This design comes from an exercise in tuning for small area on the open sky130 flow, not from production work. Where RTL was checked, it was by simulation tests only, not by an equivalence proof against the original. Only the layout flow was run in run 3; the RTL was not checked for function there. Power is estimated from default activity; no workload was simulated.

$ cat config.mk
export PLATFORM = sky130hd
export DESIGN_NAME = clk_divider_top
export DESIGN_NICKNAME = clk_divider_top
export VERILOG_FILES = /design/flow/design.v
export SDC_FILE = /design/flow/constraint.sdc
export NUM_CORES = 4
export LEC_CHECK = 0
export CAP_MARGIN = 20
export CORE_MARGIN = 2
export CORE_UTILIZATION = 40
export SLEW_MARGIN = 20
$ cat constraint.sdc
create_clock -name core_clock -period 12.0 [get_ports {int_osc}]
set_input_delay 2.4000 -clock core_clock [delete_from_list [all_inputs] [get_ports {int_osc}]]
set_output_delay 2.4000 -clock core_clock [all_outputs]
set_load 0.01 [all_outputs]
$ cat design.v
`default_nettype none
package clk_div_pkg;
    typedef logic [10-1:0] master_t;
    typedef logic [8-1:0]   duty_t;
    typedef logic [13-1:0]     ch_time_t;
    typedef logic [1:0]              ch_idx_t;
    typedef logic [2:0]              ratio_t;
    localparam logic [3*4-1:0] CH_RATIO = {3'd5, 3'd3, 3'd2, 3'd1};
    typedef enum logic [1:0] {
        CALC_LOAD,
        CALC_DIVIDE,
        CALC_WRITE,
        CALC_COMMIT
    } calc_state_t;
endpackage
`default_nettype wire
`default_nettype none
module clk_divider_top (
    input  wire logic                 int_osc,
    input  wire logic                 rst,
    input  wire clk_div_pkg::master_t master_period_i,
    input  wire clk_div_pkg::duty_t   duty_cycle_i,
    output logic [4-1:0]     wave_o
);
    logic [6:0] t_q;
    logic       t_end;
    logic       t_mul;
    logic       t_div;
    assign t_end = (t_q == 7'd92);
    assign t_mul = (t_q >= 7'd1) && (t_q <= 7'd8);
    assign t_div = (t_q >= 7'd9) && (t_q <= 7'd18);
    always_ff @(posedge int_osc or posedge rst) begin
        if (rst) begin
            t_q <= '0;
        end else begin
            t_q <= t_end ? 7'd0 : t_q + 7'd1;
        end
    end
    logic [9:0]  ms_q;
    logic [17:0] pr_q;
    logic [10:0] mul_sum;
    logic [8:0]  rem_sh;
    logic [8:0]  rem_inc;
    assign mul_sum = {1'b0, pr_q[17:8]} + (pr_q[0] ? {1'b0, ms_q} : 11'd0);
    assign rem_sh  = {pr_q[17:10], pr_q[9]};
    assign rem_inc = rem_sh + 9'd1;
    always_ff @(posedge int_osc) begin
        if (t_q == 7'd0) begin
            ms_q <= master_period_i;
            pr_q <= {10'd0, duty_cycle_i};
        end else if (t_mul) begin
            pr_q <= {mul_sum, pr_q[7:1]};
        end else if (t_div) begin
            pr_q <= {rem_inc[8] ? rem_inc[7:0] : rem_sh[7:0], pr_q[8:0], rem_inc[8]};
        end
    end
    logic [7:0] e_new;
    logic       d1_new;
    logic [1:0] d2_new;
    logic [2:0] d3_new;
    assign e_new  = pr_q[17:10];
    assign d1_new = (e_new >= 8'd128);
    assign d2_new = (e_new >= 8'd170) ? 2'd2 : (e_new >= 8'd85) ? 2'd1 : 2'd0;
    assign d3_new = (e_new >= 8'd204) ? 3'd4 : (e_new >= 8'd153) ? 3'd3 :
                    (e_new >= 8'd102) ? 3'd2 : (e_new >= 8'd51) ? 3'd1 : 3'd0;
    logic       vld_q;
    logic       upd_q;
    logic [9:0] m_q;
    logic [9:0] h_q;
    logic       d1_q;
    logic [1:0] d2_q;
    logic [2:0] d3_q;
    logic       diff;
    assign diff = !vld_q || (ms_q != m_q) || (pr_q[9:0] != h_q)
               || ({d1_new, d2_new, d3_new} != {d1_q, d2_q, d3_q});
    always_ff @(posedge int_osc or posedge rst) begin
        if (rst) begin
            vld_q <= 1'b0;
            upd_q <= 1'b0;
        end else begin
            upd_q <= t_end && diff;
            if (t_end) begin
                vld_q <= 1'b1;
            end
        end
    end
    always_ff @(posedge int_osc) begin
        if (t_end) begin
            m_q  <= ms_q;
            h_q  <= pr_q[9:0];
            d1_q <= d1_new;
            d2_q <= d2_new;
            d3_q <= d3_new;
        end
    end
    logic [9:0]  c_q;
    logic        j1_q;
    logic [1:0]  j2_q;
    logic [2:0]  j3_q;
    logic [10:0] n1_q;
    logic [9:0]  q2_q;
    logic [1:0]  r2_q;
    logic [9:0]  q3_q;
    logic [2:0]  r3_q;
    logic [9:0]  c_inc;
    logic        cwrap;
    logic        w0, w1, w2, w3;
    logic [9:0]  c_nxt;
    logic [10:0] n1_nxt;
    logic [9:0]  q2_nxt;
    logic [1:0]  r2_nxt;
    logic [9:0]  q3_nxt;
    logic [2:0]  r3_nxt;
    assign c_inc = c_q + 10'd1;
    assign cwrap = (c_inc == m_q);
    assign w0 = upd_q || cwrap;
    assign w1 = upd_q || (cwrap && j1_q);
    assign w2 = upd_q || (cwrap && (j2_q == 2'd2));
    assign w3 = upd_q || (cwrap && (j3_q == 3'd4));
    assign c_nxt  = w0 ? 10'd0 : c_inc;
    assign n1_nxt = w1 ? 11'd0 : n1_q + 11'd1;
    assign q2_nxt = w2 ? 10'd0 : q2_q + 10'(r2_q == 2'd2);
    assign r2_nxt = (w2 || (r2_q == 2'd2)) ? 2'd0 : r2_q + 2'd1;
    assign q3_nxt = w3 ? 10'd0 : q3_q + 10'(r3_q == 3'd4);
    assign r3_nxt = (w3 || (r3_q == 3'd4)) ? 3'd0 : r3_q + 3'd1;
    always_ff @(posedge int_osc) begin
        c_q  <= c_nxt;
        n1_q <= n1_nxt;
        q2_q <= q2_nxt;
        r2_q <= r2_nxt;
        q3_q <= q3_nxt;
        r3_q <= r3_nxt;
        if (w1) begin
            j1_q <= 1'b0;
        end else if (cwrap) begin
            j1_q <= 1'b1;
        end
        if (w2) begin
            j2_q <= 2'd0;
        end else if (cwrap) begin
            j2_q <= j2_q + 2'd1;
        end
        if (w3) begin
            j3_q <= 3'd0;
        end else if (cwrap) begin
            j3_q <= j3_q + 3'd1;
        end
    end
    always_ff @(posedge int_osc or posedge rst) begin
        if (rst) begin
            wave_o <= '0;
        end else begin
            wave_o[0] <= vld_q && (c_nxt < h_q);
            wave_o[1] <= vld_q && (n1_nxt < {h_q, d1_q});
            wave_o[2] <= vld_q && ((q2_nxt < h_q) || ((q2_nxt == h_q) && (r2_nxt < d2_q)));
            wave_o[3] <= vld_q && ((q3_nxt < h_q) || ((q3_nxt == h_q) && (r3_nxt < d3_q)));
        end
    end
endmodule
`default_nettype wire
$ cat run.sh
#!/bin/bash
# synth_recipe.tcl (not shown) runs the flow's synth.tcl, then flattens the netlist and writes it again
# the make line also repeats each setting of config.mk as NAME=value (left out here)
make -C /OpenROAD-flow-scripts/flow DESIGN_CONFIG=/design/flow/config.mk WORK_HOME=/design/flow/orfs CLKGATE_MAP_FILE= SYNTH_SCRIPT=/design/flow/synth_recipe.tcl finish
==> results of run 1 <==
cell type report:
class,count,area (µm²),area share
Tap cell,225,281.5,0.03543
Clock buffer,20,436.7,0.05496
Clock inverter,12,158.9,0.02000
Sequential cell,119,2888,0.3635
Multi-Input combinational cell,538,3781,0.4759
Inverter,37,138.9,0.01748
Timing Repair Buffer,27,260.3,0.03276
cell families after synthesis:
group	synth area share
compound gates	0.1153
xor+xnor	0.1052
fa+ha+maj	0.1260
buf+inv	0.03567
flops	0.4179
mux	0.01611
simple gates	0.1838
layer usage:
metal | track usage | share of wire
met1 | 0.2257 | 0.47
met5 | 0 | 0
met2 | 0.3173 | 0.49
met3 | 0.04153 | 0.029
met4 | 0.05266 | 0.013
final timing paths:
check	startpoint	cells past startpoint	slack, ns	to
hold reg to reg	r2_q[0]	1	0.44	r2_q[0]
setup / recovery	c_q[0]	19	7.25	wave_o[2]
setup reg to reg	c_q[0]	19	7.25	wave_o[2]
max in group asynchronous	rst	2	9.29	wave_o[0]
hold / removal	r2_q[0]	1	0.44	r2_q[0]
min in group asynchronous	rst	2	2.33	t_q[5]
sequential cells by signal, indices dropped and copies added, names as in the netlist, 2 cells and up:
signal and flops:
j2_q 2, q2_q 10, q3_q 10, n1_q 11, m_q 10, c_q 10
pr_q 18, j3_q 3, ms_q 10, r2_q 2, d3_q 3, h_q 10
r3_q 3, d2_q 2, wave_o 4, t_q 7
cells in the final DEF, fill, tap and decap left out, types with 6 or more instances in the layout:
| master | synthesis | routed |
|---|---|---|
| ha_1 | 68 | 68 |
| nor2_1 | 65 | 65 |
| dfxtp_1 | 62 | 62 |
| nand2_1 | 47 | 47 |
| edfxtp_1 | 44 | 44 |
| xor2_1 | 42 | 42 |
| xnor2_1 | 41 | 41 |
| o21ai_0 | 40 | 40 |
| inv_1 | 36 | 36 |
| nand3_1 | 29 | 29 |
| a21oi_1 | 29 | 29 |
| and2_1 | 23 | 23 |
| clkdlybuf4s50_1 | 0 | 23 |
| clkbuf_16 | 0 | 17 |
| nor3_1 | 17 | 16 |
| nand4_1 | 14 | 14 |
| dfrtp_1 | 13 | 13 |
| nor2b_1 | 12 | 12 |
| a211oi_1 | 10 | 10 |
| a21o_1 | 10 | 10 |
| mux2i_1 | 10 | 10 |
| o21a_1 | 10 | 10 |
| nor4_1 | 8 | 8 |
| and3_1 | 6 | 6 |
Yosys cell counts (13+ instances only):
cell	instances	share of area
a21oi_1	29	0.021
and2_1	23	0.021
clkbuf_1	18	0.0098
dfrtp_1	13	0.047
dfxtp_1	62	0.18
edfxtp_1	44	0.19
ha_1	68	0.12
inv_1	36	0.020
nand2_1	47	0.026
nand3_1	29	0.021
nand4_1	14	0.013
nor2_1	65	0.035
nor3_1	17	0.012
o21ai_0	40	0.029
xnor2_1	41	0.052
xor2_1	42	0.053
where the power goes:
group | internal, µW | total, µW | switching [µW]
Clock | 342 | 523 | 181
Combinational | 84.2 | 174 | 89.6
Sequential | 440 | 489 | 48.5
Total | 867 | 1190 | 319
worst reg2reg max path: cells and delay by family (launching register included):
kind,cells,cell delay (ns)
AO/OA/AOI/OAI,8,1.37
adder cells (fa/ha/maj),2,0.54
AND/OR/NAND/NOR,6,1.66
buffers and inverters,2,0.38
multiplexers,1,0.32
flip-flops,1,0.42
stage by stage:
stage          hold slack, ns  cell area (µm²)  utilization  instances  worst slack, ns
4_1_cts                0.4433             7945       0.4642        978            7.198
6_report               0.4397             7945       0.4642        978            7.251
5_1_grt                0.4696             7945       0.4642        978            6.921
3_3_place_gp           0.4289             7350       0.4294        946            7.335
3_5_place_dp           0.4341             7350       0.4294        946            7.214
2_1_floorplan          0.4146             6910            -        719            7.891
==> qor.yml, run 1 <==
route:
  wl_mm: 15.51
  drc: 0
  wl_per_cell_um: 15.86
  antenna_left: 0
  via_count: 5139
  vias_per_cell: 5.255
  drt_iter0_markers: 289
  dr.pass1.iters: 5
yosys:
  avgSynthCellArea_um2: 9.611
  synth.net_count: 808
  synth_cells: 719
  ys_warn_count: 1
  seq_area_frac_synth: 0.4179
  synth_ff_type: "dfxtp_1"
  synth_edf_count: 44
  async_reset_ff_frac: 0.1092
  syn-cell-area_um2: 6910
  ys_ff_latch: 119
  synth_cell_types: 59
global_route:
  grt_start_max_net_pins: 33
  grt_pass1_wl_mm: 25.89
  grt_pass1_vias: 5320
  overflow: 0
  grtUsageTotal: 0.1820
  antenna_found_initial: 0
cts:
  cts_tree: "yes"
  cts_root_buffer: "clkbuf_16"
  numCtsBuffers: 17
  insertion_delay_ns: 0.43
  clock_sink_count: 119
  clk_path_buf_depth: 2
  ctsHoldBuffers: 0
  postCtsResizedCells: 0
  post-cts-setup-buffers: 0
  htreeDepth: 4
  path_clk_slew_ns: 0.05
floorplan:
  core_area_um2: 17120
  dieArea_um2: 18340
  num_rows: 48
  initial_core_util: 0.4037
  dieHeight_um: 135.4
  ios: 24
  die_w_um: 135.4
worst_setup_path:
  cp_common_cell: "o21a_1"
  critPathSlowestCell: "or4_1"
  endpoint_kind: "register"
  critPathBufInv: 2
  crit_family: "simple AND/OR/NAND/NOR gates"
  max_stage_delay_ns: 0.56
  cp_data_arrival_time_ns: 5.11
  start_kind: "register"
  crit_required_ns: 12.37
  crit_type: "reg -> reg"
  crit_path_cell_trace: "ha_1 -> and4_4 -> and4_4 -> mux2_1 -> or4_1 -> a2111oi_4 -> buf_4 -> a21o_1 -> inv_1 -> and2_1 -> ha_1 -> nor2b_1 -> o21a_1 -> o21a_1 -> o21a_1 -> o21ai_0 -> a21oi_1 -> nor4b_1 -> a21o_1"
  crit_path_max_fanout: 15
pwr:
  p_leak_uw: 0.003250
  p_total_uw: 1186
  ir_drop_v: 0.0001036
  powerDensity_nw_per_um2: 149.3
timing:
  setup_viol: 0
  timing.final.crit_share: 0.3957
  relSlewSlack: 0.3797
  fin_tns_setup_ns: 0
  drv_slew: 0
  fmax_ghz: 0.2106
  period_minus_slack_ns: 4.749
  hold_viol: 0
  rsz0062_at_grt: "false"
  tightest_slew_ns: 0.9294
  fin_skew_ns: 0.01441
cells_and_area:
  antenna_cells: 0
  layout.nets: 829
  area_growth_pct: 14.97
  drive_gt1_frac: 0.05312
  nFillCells: 1657
flow_run:
  cap_violations: 0
status:
  outcome: "timing/DRC/antenna clean"
place:
  io_buffers: 23
  place_congestion: 0.8933
  dp_hpwl_mm: 11.51
worst_hold_path:
  worst_hold_path_type: "reg -> reg"
==> run 2: changes to the inputs <==
--- a/config.mk
+++ b/config.mk
@@ -5,7 +5,10 @@
 export SDC_FILE = /design/flow/constraint.sdc
 export NUM_CORES = 4
 export LEC_CHECK = 0
+export ABC_AREA = 1
 export CAP_MARGIN = 20
 export CORE_MARGIN = 2
-export CORE_UTILIZATION = 40
+export CORE_UTILIZATION = 60
+export CTS_BUF_LIST = sky130_fd_sc_hd__clkbuf_4
+export CTS_CLUSTER_SIZE = 20
 export SLEW_MARGIN = 20
==> run 2 against run 1 <==
  * Clock power shrank 39%
  * Synthesized area grew 0.78%
  * Count of clock-buffer cells in the layout is the same
  * Cell area shrank 3.6%
  * Critical path depth shrank 18
  * Power shrank 18%
  * Global-route usage grew 9.6 points
  * Clock skew grew 0.0026 ns
  * Maximum frequency grew 24%
  * Still clean
  * Via count grew 14%
  * Sequential cell count is the same
==> qor.yml, run 2 <==
status:
  outcome: "timing/DRC/antenna clean"
worst_setup_path:
  reg2reg_to: "wave_o[3]"
  crit_family: "buffers and inverters"
  cp_data_arrival_time_ns: 1.42
  crit_type: "reg -> out"
  critPathSlowestCell: "clkdlybuf4s50_1"
  crit_path_max_fanout: 1
  endpoint_kind: "primary output"
  start_kind: "register"
  crit_required_ns: 9.60
  r2r_cells: 24
  crit_path_cell_trace: "clkdlybuf4s50_1"
  reg2reg_from: "c_q[0]"
  regToRegSetupSlack_ns: 8.66
  critPathBufInv: 1
  max_stage_delay_ns: 0.53
route:
  dr.pass1.iters: 6
  antenna_left: 0
  vias_per_cell: 5.566
  drt_iter0_markers: 358
  wl_mm: 16.57
  wl_per_cell_um: 15.72
  drc: 0
  via_count: 5867
place:
  dp_hpwl_mm: 12.49
  pre_cts_ws_ns: 8.634
  place_area_um2: 7333
  io_buffers: 23
  place_congestion: 0.9242
  dpl.cell_count: 1020
timing:
  hold_viol: 0
  drv_slew: 0
  fin_tns_setup_ns: 0
  fin_skew_ns: 0.01699
  setup_viol: 0
  tightest_slew_ns: 0.9160
  relSlewSlack: 0.3876
  setup_ws_ns: 8.179
  rsz0062_at_grt: "false"
  timing.final.crit_share: 0.3184
  period_minus_slack_ns: 3.821
  fmax_ghz: 0.2617
  hold-worst-slack_ns: 0.4995
pwr:
  ir_drop_v: 0.0001173
  p_sw_frac: 0.3008
  p_int_uw: 680.6
  seq_power_share: 0.486
  powerDensity_nw_per_um2: 127.1
  power_switching_uw: 292.8
  p_clk_frac: 0.325
  comb_power_share: 0.189
  p_leak_uw: 0.003587
cells_and_area:
  drive_gt1_frac: 0.06593
  largest_register_ffs: 18
  top_register: "pr_q"
  layout.nets: 986
  stdcell_count: 1054
  reg_top3: "pr_q (18), n1_q (11)"
  final_cell_mix: "nand2_1, inv_1, nor2_1"
  stdcell_area_um2: 7659
  final_common_cell: "nand2_1"
  area_growth_pct: 9.971
yosys:
  async_reset_ff_frac: 0.1092
  synth_ff_type: "dfxtp_1"
  synth_fa_ha_area_frac: 0.1250
  synth_edf_count: 44
  synth_cells: 864
  yosysTopAreaCell: "edfxtp_1"
  synth.net_count: 953
  ys_warn_count: 1
  syn-cell-area_um2: 6964
  synth.most_common_cell: "nand2_1"
  synth_common_cells: "nand2_1, inv_1, nor2_1"
  synth_xor_area_frac: 0.03144
  seq_area_frac_synth: 0.4147
  ys_ff_latch: 119
  synthTopCellsByArea: "edfxtp_1, dfxtp_1, ha_1"
  synthMuxAreaShare: 0
  synth_cell_types: 46
  synth_top_area_share: 0.1897
  synth-compound-area-share: 0.1132
  yosys.area_share.simple: 0.2366
  avgSynthCellArea_um2: 8.060
  synth_top_family_by_area: "simple AND/OR/NAND/NOR gates"
cts:
  postCtsResizedCells: 0
  ctsHoldBuffers: 0
  post-cts-setup-buffers: 0
  cts_root_buffer: "clkbuf_4"
  cts_tree: "yes"
  insertion_delay_ns: 0.54
  path_clk_slew_ns: 0.11
  htreeDepth: 4
  clock_sink_count: 119
  clk_path_buf_depth: 2
  numCtsBuffers: 17
global_route:
  grtUsageTotal: 0.2785
  grt_start_max_net_pins: 31
  grt_pass1_vias: 5734
  overflow: 0
  antenna_found_initial: 1
  grt_pass1_wl_mm: 27.31
floorplan:
  initial_core_util: 0.6125
  dieArea_um2: 12480
  core_area_um2: 11370
  dieHeight_um: 111.7
  die_w_um: 111.7
  ios: 24
  num_rows: 39
worst_hold_path:
  min_path_cells: 0
  worst_hold_path_type: "reg -> reg"
  hold_path_end: "m_q[5]"
  min_from: "ms_q[5]"
flow_run:
  cap_violations: 0
-- run 2: changes by cell type in the layout (fill, tap and decap cells not counted), sizes merged, moves of 10 or more --
cell and change:
mux2i -10, nor2b -12, a21oi +12, nor2 +26, and2 -22, nand2 +143
a31oi +17, inv +95, xor2 -24, xnor2 -34
-- run 2: logic make-up (layout without fill, tap and decap cells) --
| logic type | Yosys count | count (layout) |
|---|---|---|
| buf+inv | 145 | 191 |
| flops | 119 | 119 |
| other cells | 0 | 1 |
| xor+xnor | 25 | 25 |
| compound gates | 134 | 134 |
| simple gates | 372 | 372 |
| fa+ha+maj | 69 | 69 |
-- run 2: metal layers --
metal  share of wire  global-route usage
met2            0.50              0.4933
met5               0                   0
met4           0.034              0.1309
met3           0.050             0.06206
met1            0.41              0.3195
-- run 2: worst max path at each step --
stage                      endpoint  depth (start not counted)       from
after floorplan           wave_o[3]                         24     c_q[0]
after global placement    wave_o[3]                          1  wave_o[3]
after detailed placement  wave_o[1]                          2        rst
after CTS                 wave_o[3]                          1  wave_o[3]
after global routing      wave_o[3]                          1  wave_o[3]
final                     wave_o[3]                          1  wave_o[3]
-- run 2: power groups by stage --
stage	sequential, µW	clock, µW	combinational, µW
after CTS	472	323	183
after floorplan	468	0	146
after global routing	476	339	211
final	473	317	184
after detailed placement	481	0	181
after global placement	481	0	177
-- run 2: metrics by stage --
| stage | utilization | power [µW] |
|---|---|---|
| floorplan | - | 614.1 |
| global placement | 0.6450 | 657.9 |
| detailed placement | 0.6450 | 662.7 |
| CTS | 0.6721 | 977.8 |
| global route | 0.6736 | 1025 |
| finish | 0.6736 | 973.3 |
-- run 2: layout make-up --
class	count	area, µm²
Fill cell	1001	3711
Multi-Input combinational cell	600	3526
Sequential cell	119	2888
Inverter	134	503.0
Timing Repair Buffer	25	252.7
Tap cell	143	178.9
Clock inverter	12	157.7
Clock buffer	20	150.1
Antenna cell	1	2.502
==> run 3: changes to the inputs <==
--- a/design.v
+++ b/design.v
@@ -97,39 +97,47 @@
     logic        j1_q;
     logic [1:0]  j2_q;
     logic [2:0]  j3_q;
-    logic [10:0] n1_q;
-    logic [9:0]  q2_q;
+    logic        r1_q;
     logic [1:0]  r2_q;
-    logic [9:0]  q3_q;
     logic [2:0]  r3_q;
+    logic [9:0]  h1_q;
+    logic [9:0]  h2_q;
+    logic [9:0]  h3_q;
     logic [9:0]  c_inc;
     logic        cwrap;
     logic        w0, w1, w2, w3;
+    logic        e1, e2, e3;
     logic [9:0]  c_nxt;
-    logic [10:0] n1_nxt;
-    logic [9:0]  q2_nxt;
+    logic        r1_nxt;
     logic [1:0]  r2_nxt;
-    logic [9:0]  q3_nxt;
     logic [2:0]  r3_nxt;
+    logic [9:0]  h1_nxt;
+    logic [9:0]  h2_nxt;
+    logic [9:0]  h3_nxt;
     assign c_inc = c_q + 10'd1;
     assign cwrap = (c_inc == m_q);
     assign w0 = upd_q || cwrap;
     assign w1 = upd_q || (cwrap && j1_q);
     assign w2 = upd_q || (cwrap && (j2_q == 2'd2));
     assign w3 = upd_q || (cwrap && (j3_q == 3'd4));
+    assign e1 = r1_q;
+    assign e2 = (r2_q == 2'd2);
+    assign e3 = (r3_q == 3'd4);
     assign c_nxt  = w0 ? 10'd0 : c_inc;
-    assign n1_nxt = w1 ? 11'd0 : n1_q + 11'd1;
-    assign q2_nxt = w2 ? 10'd0 : q2_q + 10'(r2_q == 2'd2);
-    assign r2_nxt = (w2 || (r2_q == 2'd2)) ? 2'd0 : r2_q + 2'd1;
-    assign q3_nxt = w3 ? 10'd0 : q3_q + 10'(r3_q == 3'd4);
-    assign r3_nxt = (w3 || (r3_q == 3'd4)) ? 3'd0 : r3_q + 3'd1;
+    assign r1_nxt = (w1 || e1) ? 1'b0 : 1'b1;
+    assign r2_nxt = (w2 || e2) ? 2'd0 : r2_q + 2'd1;
+    assign r3_nxt = (w3 || e3) ? 3'd0 : r3_q + 3'd1;
+    assign h1_nxt = w1 ? h_q : h1_q - 10'(e1);
+    assign h2_nxt = w2 ? h_q : h2_q - 10'(e2);
+    assign h3_nxt = w3 ? h_q : h3_q - 10'(e3);
     always_ff @(posedge int_osc) begin
         c_q  <= c_nxt;
-        n1_q <= n1_nxt;
-        q2_q <= q2_nxt;
+        r1_q <= r1_nxt;
         r2_q <= r2_nxt;
-        q3_q <= q3_nxt;
         r3_q <= r3_nxt;
+        h1_q <= h1_nxt;
+        h2_q <= h2_nxt;
+        h3_q <= h3_nxt;
         if (w1) begin
             j1_q <= 1'b0;
         end else if (cwrap) begin
@@ -150,10 +158,14 @@
         if (rst) begin
             wave_o <= '0;
         end else begin
-            wave_o[0] <= vld_q && (c_nxt < h_q);
-            wave_o[1] <= vld_q && (n1_nxt < {h_q, d1_q});
-            wave_o[2] <= vld_q && ((q2_nxt < h_q) || ((q2_nxt == h_q) && (r2_nxt < d2_q)));
-            wave_o[3] <= vld_q && ((q3_nxt < h_q) || ((q3_nxt == h_q) && (r3_nxt < d3_q)));
+            wave_o[0] <= w0 ? (vld_q && (h_q != 10'd0))
+                            : (wave_o[0] && (c_nxt != h_q));
+            wave_o[1] <= w1 ? (vld_q && ((h_q != 10'd0) || d1_q))
+                            : (wave_o[1] && !((h1_nxt == 10'd0) && (r1_nxt == d1_q)));
+            wave_o[2] <= w2 ? (vld_q && ((h_q != 10'd0) || (d2_q != 2'd0)))
+                            : (wave_o[2] && !((h2_nxt == 10'd0) && (r2_nxt == d2_q)));
+            wave_o[3] <= w3 ? (vld_q && ((h_q != 10'd0) || (d3_q != 3'd0)))
+                            : (wave_o[3] && !((h3_nxt == 10'd0) && (r3_nxt == d3_q)));
         end
     end
 endmodule
--- a/config.mk
+++ b/config.mk
@@ -5,10 +5,9 @@
 export SDC_FILE = /design/flow/constraint.sdc
 export NUM_CORES = 4
 export LEC_CHECK = 0
-export ABC_AREA = 1
 export CAP_MARGIN = 20
 export CORE_MARGIN = 2
-export CORE_UTILIZATION = 60
+export CORE_UTILIZATION = 70
 export CTS_BUF_LIST = sky130_fd_sc_hd__clkbuf_4
-export CTS_CLUSTER_SIZE = 20
+export CTS_CLUSTER_SIZE = 30
 export SLEW_MARGIN = 20
==> run 3 against run 2 <==
  * Still clean
  * Critical path depth stayed put
  * Largest power group unchanged
  * Non-clock buffer count is the same
  * Critical endpoint is now wave_o[1]
  * Maximum frequency about the same
  * First-iteration DRC count is 14% lower
  * Critical path type unchanged
==> qor.yml, run 3 <==
timing:
  drv_slew: 0
  fin_tns_setup_ns: 0
  period_minus_slack_ns: 3.818
  fmax_ghz: 0.2619
  hold_viol: 0
  tightest_slew_ns: 0.8980
  rsz0062_at_grt: "false"
  setup_viol: 0
  timing.final.crit_share: 0.3182
  fin_skew_ns: 0.02076
  relSlewSlack: 0.4007
floorplan:
  dieArea_um2: 10380
  initial_core_util: 0.7225
  ios: 24
  die_w_um: 101.9
  core_area_um2: 9284
  dieHeight_um: 101.9
  num_rows: 35
cells_and_area:
  utilization: 0.7842
  antenna_cells: 0
  final_cell_mix: "nor2_1, dfxtp_1, nand2_1"
  largest_register_ffs: 18
  area_growth_pct: 8.543
  layout.nets: 786
  nFillCells: 664
  final_common_cell: "nor2_1"
  top_register: "pr_q"
  drive_gt1_frac: 0.05726
  stdcell_count: 880
  stdcell_area_um2: 7281
worst_setup_path:
  crit_type: "reg -> out"
  crit_required_ns: 9.60
  crit_path_cell_trace: "clkdlybuf4s50_1"
  r2r_cells: 9
  start_kind: "register"
  endpoint_kind: "primary output"
  crit_path_max_fanout: 2
  regToRegSetupSlack_ns: 8.66
  max_stage_delay_ns: 0.53
  critPathSlowestCell: "clkdlybuf4s50_1"
  cp_data_arrival_time_ns: 1.42
  reg2reg_from: "c_q[0]"
  critPathBufInv: 1
  reg2reg_to: "wave_o[2]"
  crit_family: "buffers and inverters"
place:
  dp_hpwl_mm: 10.73
  place_area_um2: 6947
  dpl.cell_count: 848
  io_buffers: 23
  place_congestion: 0.9048
cts:
  cts_tree: "yes"
  postCtsResizedCells: 0
  insertion_delay_ns: 0.53
  htreeDepth: 4
  post-cts-setup-buffers: 0
  clk_path_buf_depth: 2
  clock_sink_count: 119
  path_clk_slew_ns: 0.11
  cts_root_buffer: "clkbuf_4"
  ctsHoldBuffers: 0
  numCtsBuffers: 17
yosys:
  syn-cell-area_um2: 6708
  synth_top_family_by_area: "simple AND/OR/NAND/NOR gates"
  ys_warn_count: 1
  ys_ff_latch: 119
  async_reset_ff_frac: 0.1092
  synth_xor_area_frac: 0.1332
  synth.most_common_cell: "nor2_1"
  synth_ff_type: "dfxtp_1"
  synth_cells: 731
  seq_area_frac_synth: 0.4305
  avgSynthCellArea_um2: 9.176
  synth.net_count: 779
  yosys.area_share.simple: 0.1890
  synthMuxAreaShare: 0.02406
  synth_top_area_share: 0.1970
  synth_edf_count: 44
  synthTopCellsByArea: "edfxtp_1, dfxtp_1, xnor2_1"
  synth-compound-area-share: 0.1265
  yosysTopAreaCell: "edfxtp_1"
  synth_common_cells: "nor2_1, dfxtp_1, nand2_1"
  synth_fa_ha_area_frac: 0.05335
  synth_cell_types: 59
route:
  dr.pass1.iters: 5
  vias_per_cell: 5.992
  drc: 0
  antenna_left: 0
  wl_per_cell_um: 16.89
  via_count: 5273
  drt_iter0_markers: 307
  wl_mm: 14.86
worst_hold_path:
  min_from: "r2_q[0]"
  worst_hold_path_type: "reg -> reg"
  hold_path_end: "r2_q[0]"
  min_path_cells: 1
pwr:
  ir_drop_v: 0.0001394
  powerDensity_nw_per_um2: 135.9
  p_leak_uw: 0.002812
global_route:
  overflow: 0
  grt_pass1_vias: 5078
  grt_pass1_wl_mm: 24.46
  grtUsageTotal: 0.3071
  grt_start_max_net_pins: 31
  antenna_found_initial: 0
status:
  outcome: "timing/DRC/antenna clean"
flow_run:
  cap_violations: 0
run 3: metrics by stage:
step	power [µW]	hold WS, ns	setup WS (ns)
after floorplan	626.0	0.4354	9.215
after global placement	654.2	0.4482	8.749
after detailed placement	664.3	0.4607	8.733
after CTS	991.3	0.4827	8.146
after global routing	1041	0.5253	8.103
final	989.4	0.4889	8.182
run 3: final cells by class:
type	count	area (µm²)	area share
multi-input combinational	542	3528	0.4846
sequential	119	2888	0.3966
timing repair buffer	25	245.2	0.03368
clock inverter	14	198.9	0.02732
tap	129	161.4	0.02217
clock buffer	18	135.1	0.01856
inverter	33	123.9	0.01701
run 3: worst max path at each step:
stage / endpoint / cells past startpoint / from
3_5_place_dp: wave_o[2] / 9 / c_q[0]
5_1_grt: wave_o[1] / 1 / wave_o[1]
4_1_cts: wave_o[1] / 1 / wave_o[1]
6_report: wave_o[1] / 1 / wave_o[1]
2_1_floorplan: pr_q[0] / 2 / duty_cycle_i[0]
3_3_place_gp: wave_o[2] / 1 / wave_o[2]
run 3: power by group:
part / switching (µW) / internal, µW / total [µW]
Combinational: 90.1 / 83.0 / 173
Clock: 162 / 169 / 331
Sequential: 46.4 / 439 / 485
Total: 298 / 691 / 989
run 3: logic make-up (layout without fill, tap and decap cells):
| kind of cell | after synthesis | count (layout) |
|---|---|---|
| and+or+nand+nor | 260 | 260 |
| buffers and inverters | 70 | 90 |
| xor gates and xnor gates | 102 | 102 |
| AOI/OAI and AO/OA | 136 | 136 |
| DFF | 119 | 119 |
| adders and majority gates | 28 | 28 |
| muxes | 16 | 16 |
run 3: routing by layer:
metal  share of wire  track usage  vias up
met2            0.50       0.5162      145
met1            0.43       0.3979     2506
li1                -            -     2592
met4           0.020       0.1097        0
met3           0.049      0.06088       30
met5               0            0        -
run 3: worst reg2reg max path: stages (launching register included):
cell	delay, ns
dfxtp_1	0.45
ha_1	0.24
nand4_1	0.24
nor2_1	0.35
o22ai_1	0.14
a211oi_1	0.22
and4_1	0.68
a21o_1	0.63
o311ai_0	0.25
nand2_1	0.10
==> run 4: changes to the inputs <==
--- a/design.v
+++ b/design.v
@@ -114,7 +114,12 @@
     logic [9:0]  h1_nxt;
     logic [9:0]  h2_nxt;
     logic [9:0]  h3_nxt;
-    assign c_inc = c_q + 10'd1;
+    logic [10:0] ci;
+    assign ci[0] = 1'b1;
+    for (genvar i = 0; i < 10; i++) begin : g_inc
+        assign c_inc[i] = c_q[i] ^ ci[i];
+        assign ci[i+1]  = ci[i] & c_q[i];
+    end
     assign cwrap = (c_inc == m_q);
     assign w0 = upd_q || cwrap;
     assign w1 = upd_q || (cwrap && j1_q);
@@ -127,9 +132,22 @@
     assign r1_nxt = (w1 || e1) ? 1'b0 : 1'b1;
     assign r2_nxt = (w2 || e2) ? 2'd0 : r2_q + 2'd1;
     assign r3_nxt = (w3 || e3) ? 3'd0 : r3_q + 3'd1;
-    assign h1_nxt = w1 ? h_q : h1_q - 10'(e1);
-    assign h2_nxt = w2 ? h_q : h2_q - 10'(e2);
-    assign h3_nxt = w3 ? h_q : h3_q - 10'(e3);
+    logic [10:0] b1, b2, b3;
+    logic [9:0]  h1_dec, h2_dec, h3_dec;
+    assign b1[0] = e1;
+    assign b2[0] = e2;
+    assign b3[0] = e3;
+    for (genvar i = 0; i < 10; i++) begin : g_dec
+        assign h1_dec[i] = h1_q[i] ^ b1[i];
+        assign b1[i+1]   = b1[i] & ~h1_q[i];
+        assign h2_dec[i] = h2_q[i] ^ b2[i];
+        assign b2[i+1]   = b2[i] & ~h2_q[i];
+        assign h3_dec[i] = h3_q[i] ^ b3[i];
+        assign b3[i+1]   = b3[i] & ~h3_q[i];
+    end
+    assign h1_nxt = w1 ? h_q : h1_dec;
+    assign h2_nxt = w2 ? h_q : h2_dec;
+    assign h3_nxt = w3 ? h_q : h3_dec;
     always_ff @(posedge int_osc) begin
         c_q  <= c_nxt;
         r1_q <= r1_nxt;
==> flow/run.sh (new file) <==
#!/bin/bash
# Own layout flow: the standard synthesis and layout (standard.sh), with
# the smallest buffer on each port and a clock tree without dummy loads.
set -euo pipefail
bash standard.sh synth > synth.log 2>&1
export BUFFER_PORTS_ARGS="-buffer_cell sky130_fd_sc_hd__buf_1"
export CTS_ARGS="-sink_clustering_enable -repair_clock_nets -dont_use_dummy_load -buf_list sky130_fd_sc_hd__clkbuf_4"
bash standard.sh finish > layout.log 2>&1
==> standard.sh (new file) <==
#!/bin/bash
# synth_recipe.tcl (not shown) runs the flow's synth.tcl, then flattens the netlist and writes it again
# the make line also repeats each setting of config.mk as NAME=value (left out here)
make -C /OpenROAD-flow-scripts/flow DESIGN_CONFIG=/design/flow/config.mk WORK_HOME=/design/flow/orfs CLKGATE_MAP_FILE= SYNTH_SCRIPT=/design/flow/synth_recipe.tcl "${@:-finish}"
--- a/config.mk
+++ b/config.mk
@@ -8,6 +8,4 @@
 export CAP_MARGIN = 20
 export CORE_MARGIN = 2
 export CORE_UTILIZATION = 70
-export CTS_BUF_LIST = sky130_fd_sc_hd__clkbuf_4
-export CTS_CLUSTER_SIZE = 30
 export SLEW_MARGIN = 20
removed: run.sh
==> run 4 against run 3 <==
  * Still clean
  * First-iteration DRC count fell by 15%
  * Sequential share of layout area rose by 3.5 points
  * Critical path depth rose by 17
  * Synthesized area fell by 2.8%
  * Non-clock buffer count rose by 1
  * Critical endpoint is now wave_o[3]
==> qor.yml, run 4 <==
pwr:
  ir_drop_v: 0.0001117
  powerDensity_nw_per_um2: 130.1
  p_leak_uw: 0.002852
timing:
  drv_slew: 0
  fin_skew_ns: 0.04698
  timing.final.crit_share: 0.3119
  period_minus_slack_ns: 3.743
  fmax_ghz: 0.2671
  hold_viol: 0
  rsz0062_at_grt: "false"
  tightest_slew_ns: 0.8924
  relSlewSlack: 0.4034
  fin_tns_setup_ns: 0
  setup_viol: 0
place:
  place_congestion: 0.8968
  dpl.cell_count: 781
  dp_hpwl_mm: 10.04
  io_buffers: 23
cts:
  postCtsResizedCells: 0
  clk_path_buf_depth: 2
  cts_root_buffer: "clkbuf_4"
  post-cts-setup-buffers: 0
  cts_tree: "yes"
  clock_sink_count: 119
  numCtsBuffers: 17
  insertion_delay_ns: 0.51
  htreeDepth: 4
  path_clk_slew_ns: 0.10
  ctsHoldBuffers: 0
worst_setup_path:
  start_kind: "register"
  critPathLaunch: "r3_q[0]"
  crit_type: "reg -> reg"
  endpoint_kind: "register"
  crit_required_ns: 12.37
  reg2reg_from: "r3_q[0]"
  crit_path_max_fanout: 5
  r2r_cells: 18
  cp-endpoint: "wave_o[3]"
  regToRegSetupSlack_ns: 8.26
  cp_data_arrival_time_ns: 4.12
  reg2reg_to: "wave_o[3]"
yosys:
  synth.most_common_cell: "nand2_1"
  syn-cell-area_um2: 6521
  synth_cells: 682
  async_reset_ff_frac: 0.1092
  synth_edf_count: 44
  seq_area_frac_synth: 0.4428
  ys_warn_count: 1
  synth_top_area_share: 0.2026
  yosysTopAreaCell: "edfxtp_1"
  synthTopCellsByArea: "edfxtp_1, dfxtp_1, ha_1"
  synth_ff_type: "dfxtp_1"
  synth_common_cells: "nand2_1, dfxtp_1, ha_1"
  synth_cell_types: 61
  synth.net_count: 758
  avgSynthCellArea_um2: 9.562
  ys_ff_latch: 119
route:
  wl_mm: 13.85
  vias_per_cell: 6.023
  via_count: 4806
  dr.pass1.iters: 5
  drc: 0
  drt_iter0_markers: 262
  antenna_left: 0
  wl_per_cell_um: 17.35
status:
  outcome: "timing/DRC/antenna clean"
cells_and_area:
  stdcell_count: 798
  layout.nets: 765
  final_cell_mix: "nand2_1, dfxtp_1, ha_1"
  final_common_cell: "nand2_1"
  utilization: 0.7311
  antenna_cells: 0
  drive_gt1_frac: 0.04512
  top_register: "pr_q"
  largest_register_ffs: 18
  nFillCells: 711
  area_growth_pct: 2.609
floorplan:
  ios: 24
  num_rows: 35
  initial_core_util: 0.7125
  dieHeight_um: 100.5
  core_area_um2: 9153
  dieArea_um2: 10100
  die_w_um: 100.5
worst_hold_path:
  worst_hold_path_type: "reg -> reg"
  min_from: "r1_q"
global_route:
  overflow: 0
  grt_start_max_net_pins: 33
  grt_pass1_wl_mm: 22.56
  grtUsageTotal: 0.2909
  grt_pass1_vias: 4567
  antenna_found_initial: 0
flow_run:
  cap_violations: 0
run 4: changes by cell type after synthesis, sizes merged, moves of 7 or more:
cell,delta
xnor2,-25
mux2i,-7
a211oi,-7
xor2,-11
nand2,+15
inv,+11
ha,+28
a21oi,-17
o21ai,+8
nor2,-31
nor3,-8
run 4: worst max-delay path, stage by stage (launching register included):
cell     delay, ns
dfxtp_1       0.41
inv_1         0.06
ha_1          0.21
nand2_1       0.13
inv_1         0.09
ha_1          0.19
ha_1          0.18
ha_1          0.18
ha_1          0.18
ha_1          0.18
ha_1          0.18
ha_1          0.18
ha_1          0.19
ha_1          0.20
xnor2_1       0.22
nand4_1       0.11
or4_1         0.47
o31ai_1       0.20
o21ai_1       0.08
run 4: logic make-up (layout without fill, tap and decap cells):
family,Yosys count,after routing,synth area share
simple gates,223,223,0.1629
buf+inv,82,87,0.05679
compound gates,127,127,0.1251
fa+ha+maj,56,56,0.1086
xor+xnor,66,66,0.08979
mux,9,9,0.01401
flops,119,119,0.4428
run 4: how the worst min path moves through the flow:
stage / to / slack, ns / depth (start not counted)
final: r1_q / 0.48 / 1
after detailed placement: r1_q / 0.46 / 1
after CTS: r1_q / 0.48 / 1
after floorplan: r1_q / 0.43 / 1
after global placement: r1_q / 0.44 / 1
after global routing: r1_q / 0.48 / 1
run 4: metal layers:
metal / global-route usage / vias up / wire (µm) / share of wire
li1: - / 2385 / - / -
met1: 0.3828 / 2269 / 6124 / 0.44
met2: 0.4750 / 130 / 6599 / 0.48
met3: 0.05964 / 22 / 778 / 0.056
met4: 0.1128 / 0 / 345 / 0.025
met5: 0 / - / 0 / 0
run 4: power breakdown:
part | switching, µW | total [µW] | leakage [µW] | internal, µW
clock network | 120 | 185 | 0.0000782 | 64.7
logic | 103 | 192 | 0.00170 | 89.4
registers | 54.0 | 493 | 0.00108 | 439
total | 277 | 870 | 0.00285 | 594
run 4: per-stage QoR:
stage,setup WS (ns),cell area (µm²),hold slack [ns],power (µW)
6_report,8.257,6691,0.4769,870.2
5_1_grt,7.966,6691,0.4819,922.3
4_1_cts,8.220,6691,0.4751,869.2
3_5_place_dp,8.214,6564,0.4581,689.0
3_3_place_gp,8.394,6564,0.4379,681.9
2_1_floorplan,8.539,6521,0.4279,655.4
run 4: layout make-up:
cell class | count | area [µm²] | share of cell area
Multi-Input combinational cell | 481 | 3263 | 0.4877
Sequential cell | 119 | 2888 | 0.4316
Inverter | 44 | 165.2 | 0.02468
Tap cell | 111 | 138.9 | 0.02076
Clock buffer | 17 | 127.6 | 0.01907
Timing Repair Buffer | 26 | 108.9 | 0.01627
==> run 5: changes to the inputs <==
--- a/design.v
+++ b/design.v
@@ -27,8 +27,8 @@
     logic       t_mul;
     logic       t_div;
     assign t_end = (t_q == 7'd92);
-    assign t_mul = (t_q >= 7'd1) && (t_q <= 7'd8);
-    assign t_div = (t_q >= 7'd9) && (t_q <= 7'd18);
+    assign t_mul = (t_q[6:3] == 4'd1);
+    assign t_div = (t_q[6:4] == 3'd1) && !(t_q[3] && (t_q[2] || t_q[1]));
     always_ff @(posedge int_osc or posedge rst) begin
         if (rst) begin
             t_q <= '0;
@@ -41,9 +41,25 @@
     logic [10:0] mul_sum;
     logic [8:0]  rem_sh;
     logic [8:0]  rem_inc;
-    assign mul_sum = {1'b0, pr_q[17:8]} + (pr_q[0] ? {1'b0, ms_q} : 11'd0);
+    logic [9:0]  mul_b;
+    logic [10:0] mc;
+    assign mul_b = pr_q[0] ? ms_q : 10'd0;
+    assign mc[0] = 1'b0;
+    for (genvar i = 0; i < 10; i++) begin : g_mul
+        assign mul_sum[i] = pr_q[8+i] ^ mul_b[i] ^ mc[i];
+        assign mc[i+1]    = (pr_q[8+i] & mul_b[i]) | (mc[i] & (pr_q[8+i] ^ mul_b[i]));
+    end
+    assign mul_sum[10] = mc[10];
     assign rem_sh  = {pr_q[17:10], pr_q[9]};
-    assign rem_inc = rem_sh + 9'd1;
+    logic       qbit;
+    logic [8:0] rc;
+    assign qbit  = rem_sh[8] || (rem_sh[7:0] == 8'hff);
+    assign rc[0] = qbit;
+    for (genvar i = 0; i < 8; i++) begin : g_rinc
+        assign rem_inc[i] = rem_sh[i] ^ rc[i];
+        assign rc[i+1]    = rc[i] & rem_sh[i];
+    end
+    assign rem_inc[8] = qbit;
     always_ff @(posedge int_osc) begin
         if (t_q == 7'd0) begin
             ms_q <= master_period_i;
@@ -51,28 +67,36 @@
         end else if (t_mul) begin
             pr_q <= {mul_sum, pr_q[7:1]};
         end else if (t_div) begin
-            pr_q <= {rem_inc[8] ? rem_inc[7:0] : rem_sh[7:0], pr_q[8:0], rem_inc[8]};
+            pr_q <= {rem_inc[7:0], pr_q[8:0], qbit};
         end
     end
     logic [7:0] e_new;
-    logic       d1_new;
-    logic [1:0] d2_new;
-    logic [2:0] d3_new;
-    assign e_new  = pr_q[17:10];
-    assign d1_new = (e_new >= 8'd128);
-    assign d2_new = (e_new >= 8'd170) ? 2'd2 : (e_new >= 8'd85) ? 2'd1 : 2'd0;
-    assign d3_new = (e_new >= 8'd204) ? 3'd4 : (e_new >= 8'd153) ? 3'd3 :
-                    (e_new >= 8'd102) ? 3'd2 : (e_new >= 8'd51) ? 3'd1 : 3'd0;
+    logic [2:0] z_new;
+    assign e_new = pr_q[17:10];
+    logic [7:1] g;
+    assign g[1] = (e_new >= 8'd51);
+    assign g[2] = (e_new >= 8'd85);
+    assign g[3] = (e_new >= 8'd102);
+    assign g[4] = e_new[7];
+    assign g[5] = (e_new >= 8'd153);
+    assign g[6] = (e_new >= 8'd170);
+    assign g[7] = (e_new >= 8'd204);
+    assign z_new = {g[4], (g[2] && !g[4]) || g[6],
+                    (g[1] && !g[2]) || (g[3] && !g[4]) || (g[5] && !g[6]) || g[7]};
     logic       vld_q;
     logic       upd_q;
     logic [9:0] m_q;
     logic [9:0] h_q;
+    logic [2:0] z_q;
     logic       d1_q;
     logic [1:0] d2_q;
     logic [2:0] d3_q;
     logic       diff;
     assign diff = !vld_q || (ms_q != m_q) || (pr_q[9:0] != h_q)
-               || ({d1_new, d2_new, d3_new} != {d1_q, d2_q, d3_q});
+               || (z_new != z_q);
+    assign d1_q = z_q[2];
+    assign d2_q = {z_q[2] && z_q[1], (z_q >= 3'd2) && (z_q <= 3'd5)};
+    assign d3_q = {z_q == 3'd7, z_q[2] ^ (z_q[1] && z_q[0]), z_q[1] ^ z_q[0]};
     always_ff @(posedge int_osc or posedge rst) begin
         if (rst) begin
             vld_q <= 1'b0;
@@ -88,9 +112,7 @@
         if (t_end) begin
             m_q  <= ms_q;
             h_q  <= pr_q[9:0];
-            d1_q <= d1_new;
-            d2_q <= d2_new;
-            d3_q <= d3_new;
+            z_q  <= z_new;
         end
     end
     logic [9:0]  c_q;
==> flow/run.sh (replaced) <==
#!/bin/bash
# Own layout flow: the standard synthesis and layout (standard.sh), with
# the smallest buffer on each port and a clock tree without dummy loads.
set -euo pipefail
bash standard.sh synth > synth.log 2>&1
export BUFFER_PORTS_ARGS="-buffer_cell sky130_fd_sc_hd__buf_1"
export CTS_ARGS="-sink_clustering_enable -repair_clock_nets -dont_use_dummy_load -buf_list sky130_fd_sc_hd__clkbuf_8 -sink_clustering_size 30 -sink_clustering_max_diameter 100"
bash standard.sh finish > layout.log 2>&1
==> run 5 against run 4 <==
  * Global-route usage is 2.0 points lower
  * Power is 24% lower
  * Utilization is 3.8 points higher
  * Sequential cell count is 3 lower
  * Wire length is 13% lower
  * Cell area is 4.6% lower
  * Die area is 6.7% lower
  * Register-to-register slack worse by 0.62 ns
  * Critical path depth is 1 lower
==> qor.yml, run 5 <==
status:
  outcome: "timing/DRC/antenna clean"
pwr:
  powerDensity_nw_per_um2: 103.3
  p_leak_uw: 0.002775
  p_total_uw: 659.5
  ir_drop_v: 0.00008466
worst_setup_path:
  cp_data_arrival_time_ns: 4.67
  crit_required_ns: 12.30
  crit_path_max_fanout: 13
  crit_type: "reg -> reg"
  endpoint_kind: "register"
  start_kind: "register"
timing:
  fin_skew_ns: 0.02784
  relSlewSlack: 0.5188
  hold-worst-slack_ns: 0.4689
  setup_viol: 0
  rsz0062_at_grt: "false"
  timing.final.crit_share: 0.3634
  period_minus_slack_ns: 4.361
  fmax_ghz: 0.2293
  drv_slew: 0
  fin_tns_setup_ns: 0
  tightest_slew_ns: 0.7197
  hold_viol: 0
yosys:
  seq_area_frac_synth: 0.4611
  syn-cell-area_um2: 6067
  synth_top_area_share: 0.2046
  synth.net_count: 689
  ys_ff_latch: 116
  yosysTopAreaCell: "dfxtp_1"
  avgSynthCellArea_um2: 10.03
  synth_cells: 605
  synth_ff_type: "dfxtp_1"
  ys_warn_count: 1
  synthTopCellsByArea: "dfxtp_1, edfxtp_1, ha_1"
  synth_cell_types: 56
  synth_common_cells: "dfxtp_1, nand2_1, inv_1"
  async_reset_ff_frac: 0.1121
  synth_edf_count: 41
cells_and_area:
  largest_register_ffs: 18
  layout.nets: 702
  antenna_cells: 0
  final_cell_mix: "nand2_1, dfxtp_1, inv_1"
  nFillCells: 579
  stdcell_area_um2: 6385
  area_growth_pct: 5.238
  top_register: "pr_q"
  utilization: 0.7693
  drive_gt1_frac: 0.04870
cts:
  clk_path_buf_depth: 2
  post-cts-setup-buffers: 0
  postCtsResizedCells: 0
  path_clk_slew_ns: 0.06
  ctsHoldBuffers: 0
  htreeDepth: 4
  cts_root_buffer: "clkbuf_8"
  numCtsBuffers: 17
  insertion_delay_ns: 0.41
  cts_tree: "yes"
  clock_sink_count: 116
global_route:
  grtUsageTotal: 0.2710
  grtUsageMet1: 0.3388
  grt_pass1_wl_mm: 20.24
  use_met2: 0.4696
  grt_start_max_net_pins: 31
  grt_pass1_vias: 4278
  overflow: 0
  antenna_found_initial: 0
  globalRoute.busiestLayer: "met2"
  gr-usage-met3: 0.04964
floorplan:
  num_rows: 33
  initial_core_util: 0.7310
  core_area_um2: 8299
  dieHeight_um: 97.10
  dieArea_um2: 9428
  die_w_um: 97.10
  ios: 24
place:
  dp_hpwl_mm: 8.722
  place_area_um2: 6151
  io_buffers: 23
  place_congestion: 0.8527
route:
  via_count: 4213
  vias_per_cell: 5.843
  wl_per_cell_um: 16.63
  drc: 0
  drt_iter0_markers: 204
  wl_mm: 11.99
  dr.pass1.iters: 6
  antenna_left: 0
worst_hold_path:
  worst_hold_path_type: "reg -> reg"
flow_run:
  cap_violations: 0
==> run 5: critical path, stage by stage (launching register included) <==
cell	delay, ns
edfxtp_1	0.53
and2_1	0.22
ha_1	0.18
inv_1	0.06
fa_1	0.18
fa_1	0.17
inv_1	0.05
fa_1	0.37
fa_1	0.40
fa_1	0.39
fa_1	0.36
inv_1	0.08
fa_1	0.15
inv_1	0.05
fa_1	0.36
inv_1	0.08
fa_1	0.41
a211oi_1	0.24
==> run 5: worst paths after layout <==
check	startpoint	endpoint	slack, ns	cells after the start
worst max register to register	pr_q[0]	pr_q[16]	7.64	17
worst min-delay path	r1_q	r1_q	0.47	1
max in group asynchronous	rst	vld_q	9.56	2
worst min register to register	r1_q	r1_q	0.47	1
min in group asynchronous	rst	t_q[4]	2.02	2
worst max-delay path	pr_q[0]	pr_q[16]	7.64	17
==> run 5: layout make-up <==
cell class	count	area [µm²]	share of cell area
inverter	57	214.0	0.03351
sequential	116	2798	0.4382
multi-input combinational	401	2907	0.4552
clock buffer	17	234.0	0.03665
timing repair buffer	25	101.3	0.01587
tap	105	131.4	0.02058
==> run 5: logic make-up (layout without fill, tap and decap cells) <==
group / Yosys count / in the layout / synth area share
mux: 13 / 13 / 0.02227
buf+inv: 88 / 99 / 0.05980
fa+ha+maj: 64 / 64 / 0.1431
flops: 116 / 116 / 0.4611
compound gates: 89 / 89 / 0.09054
simple gates: 176 / 176 / 0.1367
xor+xnor: 59 / 59 / 0.08641
==> run 5: power breakdown <==
| part | switching [µW] | total [µW] | internal [µW] |
|---|---|---|---|
| Sequential | 0 | 406 | 406 |
| Clock | 127 | 251 | 124 |
| Combinational | 1.83 | 3.23 | 1.40 |
| Total | 128 | 660 | 531 |
==> run 5: per-stage QoR <==
step | setup WS, ns | std cells
2_1_floorplan | 7.871 | 605
4_1_cts | 7.645 | 721
6_report | 7.639 | 721
5_1_grt | 7.363 | 721
3_3_place_gp | 7.798 | 704
3_5_place_dp | 7.647 | 704
==> run 5: routing by layer <==
metal | share of wire | vias to the layer above
met3 | 0.058 | 23
met1 | 0.42 | 1983
li1 | - | 2075
met4 | 0.023 | 0
met5 | 0 | -
met2 | 0.50 | 132
==> run 6: changes to the inputs <==
==> flow/run.sh (replaced) <==
#!/bin/bash
# Own layout flow: the standard synthesis and layout (standard.sh), with
# the smallest buffer on each port and a clock tree without dummy loads.
set -euo pipefail
bash standard.sh synth > synth.log 2>&1
export BUFFER_PORTS_ARGS="-buffer_cell sky130_fd_sc_hd__buf_1"
export CTS_ARGS="-sink_clustering_enable -repair_clock_nets -dont_use_dummy_load -buf_list sky130_fd_sc_hd__clkbuf_4 -sink_clustering_size 16 -sink_clustering_max_diameter 60"
bash standard.sh finish > layout.log 2>&1
==> run 6 against run 5 <==
  * Sequential power hardly changed
  * Worst hold slack improved by 0.0047 ns
  * Sequential cell count stayed put
  * Die area unchanged
  * Critical path depth unchanged
  * Synthesized cell count is the same
  * Largest cell class unchanged
  * Power decreased by 10%
  * Wire length down 0.79%
  * Largest power group unchanged
  * Via count up 0.47%
==> qor.yml, run 6 <==
status:
  outcome: "timing/DRC/antenna clean"
worst_setup_path:
  r2r_cells: 17
  cp_common_cell: "fa_1"
  crit_required_ns: 12.38
  regToRegSetupSlack_ns: 7.65
  reg2reg_to: "pr_q[16]"
  reg2reg_from: "pr_q[0]"
  crit_path_cell_trace: "and2_1 -> ha_1 -> inv_1 -> fa_1 -> fa_1 -> inv_1 -> fa_1 -> fa_1 -> fa_1 -> fa_1 -> inv_1 -> fa_1 -> inv_1 -> fa_1 -> inv_1 -> fa_1 -> a211oi_1"
  crit_family: "adder cells"
  endpoint_kind: "register"
  critPathSlowestCell: "edfxtp_1"
  start_kind: "register"
  crit_path_max_fanout: 13
  cp_data_arrival_time_ns: 4.73
  critPathBufInv: 5
  crit_type: "reg -> reg"
  max_stage_delay_ns: 0.54
timing:
  fin_skew_ns: 0.04148
  rsz0062_at_grt: "false"
  fmax_ghz: 0.2299
  hold_viol: 0
  tightest_slew_ns: 0.7496
  drv_slew: 0
  setup_viol: 0
  timing.final.crit_share: 0.3624
  relSlewSlack: 0.4989
  period_minus_slack_ns: 4.349
  fin_tns_setup_ns: 0
  hold-worst-slack_ns: 0.4736
route:
  drc: 0
  vias_per_cell: 5.871
  antenna_left: 0
  wl_per_cell_um: 16.50
  dr.pass1.iters: 5
  drt_iter0_markers: 176
  via_count: 4233
  wl_mm: 11.90
yosys:
  syn-cell-area_um2: 6067
  async_reset_ff_frac: 0.1121
  yosysTopAreaCell: "dfxtp_1"
  synth_top_area_share: 0.2046
  seq_area_frac_synth: 0.4611
  synth_cell_types: 56
  synthTopCellsByArea: "dfxtp_1, edfxtp_1, ha_1"
  ys_ff_latch: 116
  synth_ff_type: "dfxtp_1"
  avgSynthCellArea_um2: 10.03
  synth_edf_count: 41
  synth.net_count: 689
  synth_common_cells: "dfxtp_1, nand2_1, inv_1"
  ys_warn_count: 1
  synth_cells: 605
pwr:
  p_total_uw: 590.4
  powerDensity_nw_per_um2: 94.04
  p_leak_uw: 0.002731
  ir_drop_v: 0.00009973
worst_hold_path:
  hold_path_end: "r1_q"
  worst_hold_path_type: "reg -> reg"
  min_from: "r1_q"
  min_path_cells: 1
global_route:
  overflow: 0
  grtUsageTotal: 0.2696
  antenna_found_initial: 0
  grt_pass1_wl_mm: 20.13
  grt_start_max_net_pins: 31
  grt_pass1_vias: 4247
cts:
  clk_path_buf_depth: 2
  path_clk_slew_ns: 0.09
  post-cts-setup-buffers: 0
  insertion_delay_ns: 0.48
  cts_root_buffer: "clkbuf_4"
  ctsHoldBuffers: 0
  postCtsResizedCells: 0
  cts_tree: "yes"
  htreeDepth: 4
  numCtsBuffers: 17
  clock_sink_count: 116
floorplan:
  core_area_um2: 8299
  initial_core_util: 0.7310
  ios: 24
  num_rows: 33
  dieHeight_um: 97.10
  dieArea_um2: 9428
  die_w_um: 97.10
flow_run:
  cap_violations: 0
cells_and_area:
  drive_gt1_frac: 0.04870
  final_cell_mix: "nand2_1, dfxtp_1, inv_1"
  largest_register_ffs: 18
  area_growth_pct: 3.485
  layout.nets: 702
  antenna_cells: 0
  top_register: "pr_q"
place:
  place_congestion: 0.8527
  dp_hpwl_mm: 8.722
  io_buffers: 23
run 6: logic make-up after synthesis:
| family | after synthesis | share of synthesized area |
|---|---|---|
| simple gates | 176 | 0.1367 |
| compound gates | 89 | 0.09054 |
| fa+ha+maj | 64 | 0.1431 |
| xor+xnor | 59 | 0.08641 |
| flops | 116 | 0.4611 |
| mux | 13 | 0.02227 |
| buf+inv | 88 | 0.05980 |
run 6: how the worst max path moves through the flow:
stage | from | end | slack [ns] | cells past startpoint
after detailed placement | pr_q[0] | pr_q[16] | 7.65 | 17
final | pr_q[0] | pr_q[16] | 7.65 | 17
after floorplan | pr_q[0] | pr_q[16] | 7.87 | 18
after global placement | pr_q[0] | pr_q[16] | 7.80 | 17
after CTS | pr_q[0] | pr_q[16] | 7.65 | 17
after global routing | pr_q[0] | pr_q[16] | 7.37 | 17
run 6: area by class of cell:
cell class	count	area (µm²)
clock buffers	17	127.6
flip-flops and latches	116	2798
inverters	57	214.0
fillers	606	2021
multi-input cells	401	2907
repair buffers	25	101.3
well taps	105	131.4
run 6: report_power, final:
group	switching, µW	leakage (µW)	total, µW	internal [µW]
Clock	118	0.0000782	182	64.8
Sequential	0	0.00105	405	405
Combinational	1.86	0.00160	3.25	1.40
run 6: metrics by stage:
| stage | worst slack, ns | cell area [µm²] | util | instances |
|---|---|---|---|---|
| global route | 7.367 | 6279 | 0.7565 | 721 |
| CTS | 7.648 | 6279 | 0.7565 | 721 |
| global placement | 7.798 | 6151 | 0.7411 | 704 |
| detailed placement | 7.647 | 6151 | 0.7411 | 704 |
| finish | 7.651 | 6279 | 0.7565 | 721 |
| floorplan | 7.871 | 6067 | - | 605 |
run 6: layer usage:
| metal | share of wire | global-route usage | wire length (µm) | up-vias |
|---|---|---|---|---|
| met1 | 0.43 | 0.3351 | 5087 | 2023 |
| li1 | - | - | - | 2073 |
| met4 | 0.026 | 0.1051 | 308 | 0 |
| met5 | 0 | 0 | 0 | - |
| met3 | 0.043 | 0.04748 | 513 | 23 |
| met2 | 0.50 | 0.4690 | 5989 | 114 |
==> run 7: changes to the inputs <==
==> flow/run.sh (replaced) <==
#!/bin/bash
# Own layout flow: the standard layout (standard.sh) with three changes.
#  1. Synthesis is the standard flow's synthesis script (synth_recipe.tcl, the same
#     registers, flattening and renaming) with the adder extraction left out
#     and ABC run with the area-oriented script flow/area.abc.
#  2. Every port gets the smallest buffer, buf_1.
#  3. The clock tree uses clkbuf_4 and no dummy loads.
# Each step's full output goes to a log file of its own in this folder.
set -euo pipefail
here=$(pwd)
sed "s#log_cmd abc {\*}\$abc_args#log_cmd abc -script ${here}/flow/area.abc {*}[lrange \$abc_args 2 end]#" \
    "${FLOW_HOME}/scripts/synth.tcl" > synth_area.tcl
grep -q "flow/area.abc" synth_area.tcl
sed "s#source \$::env(SCRIPTS_DIR)/synth.tcl#source ${here}/synth_area.tcl#" \
    synth_recipe.tcl > synth_own.tcl
grep -q "synth_area.tcl" synth_own.tcl
bash standard.sh synth SYNTH_SCRIPT="${here}/synth_own.tcl" ADDER_MAP_FILE= > synth.log 2>&1
export BUFFER_PORTS_ARGS="-buffer_cell sky130_fd_sc_hd__buf_1"
export CTS_ARGS="-sink_clustering_enable -repair_clock_nets -dont_use_dummy_load -buf_list sky130_fd_sc_hd__clkbuf_4 -sink_clustering_size 16 -sink_clustering_max_diameter 60"
bash standard.sh finish > layout.log 2>&1
==> flow/area.abc (new file) <==
strash
dc2
dch -f
amap
topo
dnsize -c
==> run 7 against run 6 <==
  * Die area decreased by 10%
  * Power decreased by 0.20%
  * Sequential cell count did not move
  * Register-to-register slack lost 0.86 ns
  * Maximum frequency fell by 17%
  * Clock skew increased by 0.0086 ns
  * Via count is 16% higher
  * Global-route usage is 4.7 points higher
  * Sequential share of layout area rose by 3.8 points
  * Sequential power is essentially flat
  * Wire length is 6.8% higher
  * Critical path depth is 12 higher
  * Critical path type unchanged
  * Largest power group unchanged
==> qor.yml, run 7 <==
yosys:
  synth.most_common_cell: "nor2_1"
  async_reset_ff_frac: 0.1121
  synth_common_cells: "nor2_1, clkinv_1, nand2_1"
  synth_cell_types: 39
  synth.net_count: 666
  avgSynthCellArea_um2: 8.390
  synth_top_area_share: 0.2290
  seq_area_frac_synth: 0.5162
  yosysTopAreaCell: "dfxtp_1"
  synth_edf_count: 41
  synth_ff_type: "dfxtp_1"
  synthTopCellsByArea: "dfxtp_1, edfxtp_1, nor2_1"
  ys_warn_count: 1
  synth_cells: 646
  ys_ff_latch: 116
  syn-cell-area_um2: 5420
cells_and_area:
  top_register: "pr_q"
  drive_gt1_frac: 0.03048
  area_growth_pct: 6.810
  antenna_cells: 0
  nFillCells: 592
  final_common_cell: "nor2_1"
  stdcell_area_um2: 5789
  final_cell_mix: "nor2_1, clkinv_1, nand2_1"
  largest_register_ffs: 18
  layout.nets: 711
  utilization: 0.7610
cts:
  cts_tree: "yes"
  ctsHoldBuffers: 0
  path_clk_slew_ns: 0.09
  htreeDepth: 4
  postCtsResizedCells: 0
  numCtsBuffers: 17
  insertion_delay_ns: 0.50
  clock_sink_count: 116
  post-cts-setup-buffers: 0
  cts_root_buffer: "clkbuf_4"
  clk_path_buf_depth: 2
pwr:
  powerDensity_nw_per_um2: 101.8
  p_leak_uw: 0.001997
  ir_drop_v: 0.00008056
timing:
  setup_ws_ns: 6.788
  setup_viol: 0
  hold_viol: 0
  period_minus_slack_ns: 5.212
  rsz0062_at_grt: "false"
  tightest_slew_ns: 0.9171
  drv_slew: 0
  relSlewSlack: 0.3886
  fin_tns_setup_ns: 0
  timing.final.crit_share: 0.4343
  fmax_ghz: 0.1919
  fin_skew_ns: 0.05004
global_route:
  overflow: 0
  grt_pass1_vias: 4636
  antenna_found_initial: 0
  grtUsageTotal: 0.3163
  grt_start_max_net_pins: 31
  grt_pass1_wl_mm: 20.86
route:
  wl_per_cell_um: 16.07
  antenna_left: 0
  drt_iter0_markers: 352
  drc: 0
  via_count: 4904
  dr.pass1.iters: 8
  vias_per_cell: 6.200
  wl_mm: 12.71
floorplan:
  initial_core_util: 0.7125
  num_rows: 32
  die_w_um: 92.00
  ios: 24
  dieHeight_um: 92.00
  dieArea_um2: 8463
  core_area_um2: 7607
worst_setup_path:
  max_stage_delay_ns: 0.61
  crit_type: "reg -> reg"
  reg2reg_from: "c_q[0]"
  cp_data_arrival_time_ns: 5.58
  endpoint_kind: "register"
  reg2reg_to: "wave_o[3]"
  r2r_cells: 29
  critPathSlowestCell: "or2_0"
  crit_required_ns: 12.37
  critPathLaunch: "c_q[0]"
  regToRegSetupSlack_ns: 6.79
  crit_path_max_fanout: 16
  start_kind: "register"
place:
  place_area_um2: 5662
  io_buffers: 23
  dp_hpwl_mm: 9.334
  place_congestion: 0.8942
  pre_cts_ws_ns: 6.659
flow_run:
  cap_violations: 0
worst_hold_path:
  min_from: "j3_q[2]"
  hold_path_end: "j3_q[2]"
  worst_hold_path_type: "reg -> reg"
  min_path_cells: 1
status:
  outcome: "timing/DRC/antenna clean"
-- run 7: critical path, delay by kind of cell (launching register included) --
family                 cells  cell delay, ns
DFF                        1            0.35
AOI/OAI and AO/OA          7            1.36
buffers and inverters      9            1.00
and+or+nand+nor           13            2.36
-- run 7: worst max path at each step --
stage                      endpoint  slack [ns]
final                     wave_o[3]        6.79
after global routing      wave_o[3]        6.24
after CTS                 wave_o[3]        6.61
after detailed placement  wave_o[3]        6.66
after global placement    wave_o[3]        6.91
after floorplan           wave_o[3]        7.44
-- run 7: cell families (layout without fill, tap and decap cells) --
logic type,after synthesis,in the layout,synth area share
AO/OA/AOI/OAI,214,214,0.2458
buffers and inverters,88,131,0.06094
flip-flops,116,116,0.5162
AND/OR/NAND/NOR,228,228,0.1771
-- run 7: layer usage --
| layer | track usage | vias up | part of all wire |
|---|---|---|---|
| met3 | 0.07477 | 31 | 0.067 |
| li1 | - | 2427 | - |
| met4 | 0.1244 | 0 | 0.023 |
| met5 | 0 | - | 0 |
| met2 | 0.5368 | 218 | 0.49 |
| met1 | 0.3922 | 2228 | 0.42 |
-- run 7: power breakdown --
| part | internal, µW | switching, µW | leakage [µW] | total (µW) |
|---|---|---|---|---|
| Combinational | 1.44 | 1.80 | 0.000872 | 3.24 |
| Clock | 64.7 | 117 | 0.0000782 | 181 |
| Sequential | 405 | 0 | 0.00105 | 405 |
| Total | 471 | 118 | 0.00200 | 589 |
-- run 7: final cells by class --
cell class / count / area (µm²) / share of cell area
Inverter: 88 / 330.3 / 0.05706
Multi-Input combinational cell: 442 / 2297 / 0.3968
Sequential cell: 116 / 2798 / 0.4833
Timing Repair Buffer: 26 / 108.9 / 0.01880
Clock buffer: 17 / 127.6 / 0.02204
Tap cell: 102 / 127.6 / 0.02204
-- run 7: stage by stage --
step | hold slack, ns | power [µW] | std cells
3_5_place_dp | 0.4483 | 416.9 | 774
5_1_grt | 0.4882 | 607.3 | 791
4_1_cts | 0.4602 | 590.1 | 791
6_report | 0.4568 | 589.2 | 791
2_1_floorplan | 0.4202 | 414.4 | 646
3_3_place_gp | 0.4309 | 416.9 | 774

[separate check: timing with driven ports]
Ports are ideal in the flow. The routed layouts listed here were re-timed in OpenROAD.
Step 1: set_driving_cell puts a clkbuf_16 on int_osc and a buf_2 on each other input, an assumption about the parent block.
Step 2 times the ports against the registers' clock, not the clock port: input delays grow and output delays shrink by t, the midpoint of the rising clock arrivals with the driver on.
a / b / c = ideal ports / drivers / drivers and shift; a / b = the first two.
| run | shift t [ns] | slack for setup (ns) | worst setup path after step 2 |
|---|---|---|---|
| run 1 | 0.465 | 7.251 / 7.251 / 7.251 | register to register |
| run 2 | 0.573 | 8.179 / 8.141 / 8.661 | register to register |
| run 3 | 0.553 | 8.182 / 8.149 / 8.664 | register to register |
| run 4 | 0.511 | 8.257 / 8.257 / 8.257 | register to register |
| run 5 | 0.434 | 7.639 / 7.639 / 7.639 | register to register |
| run 6 | 0.494 | 7.651 / 7.651 / 7.651 | register to register |
| run 7 | 0.500 | 6.788 / 6.788 / 6.788 | register to register |
After both steps setup and hold are still met in every run listed.
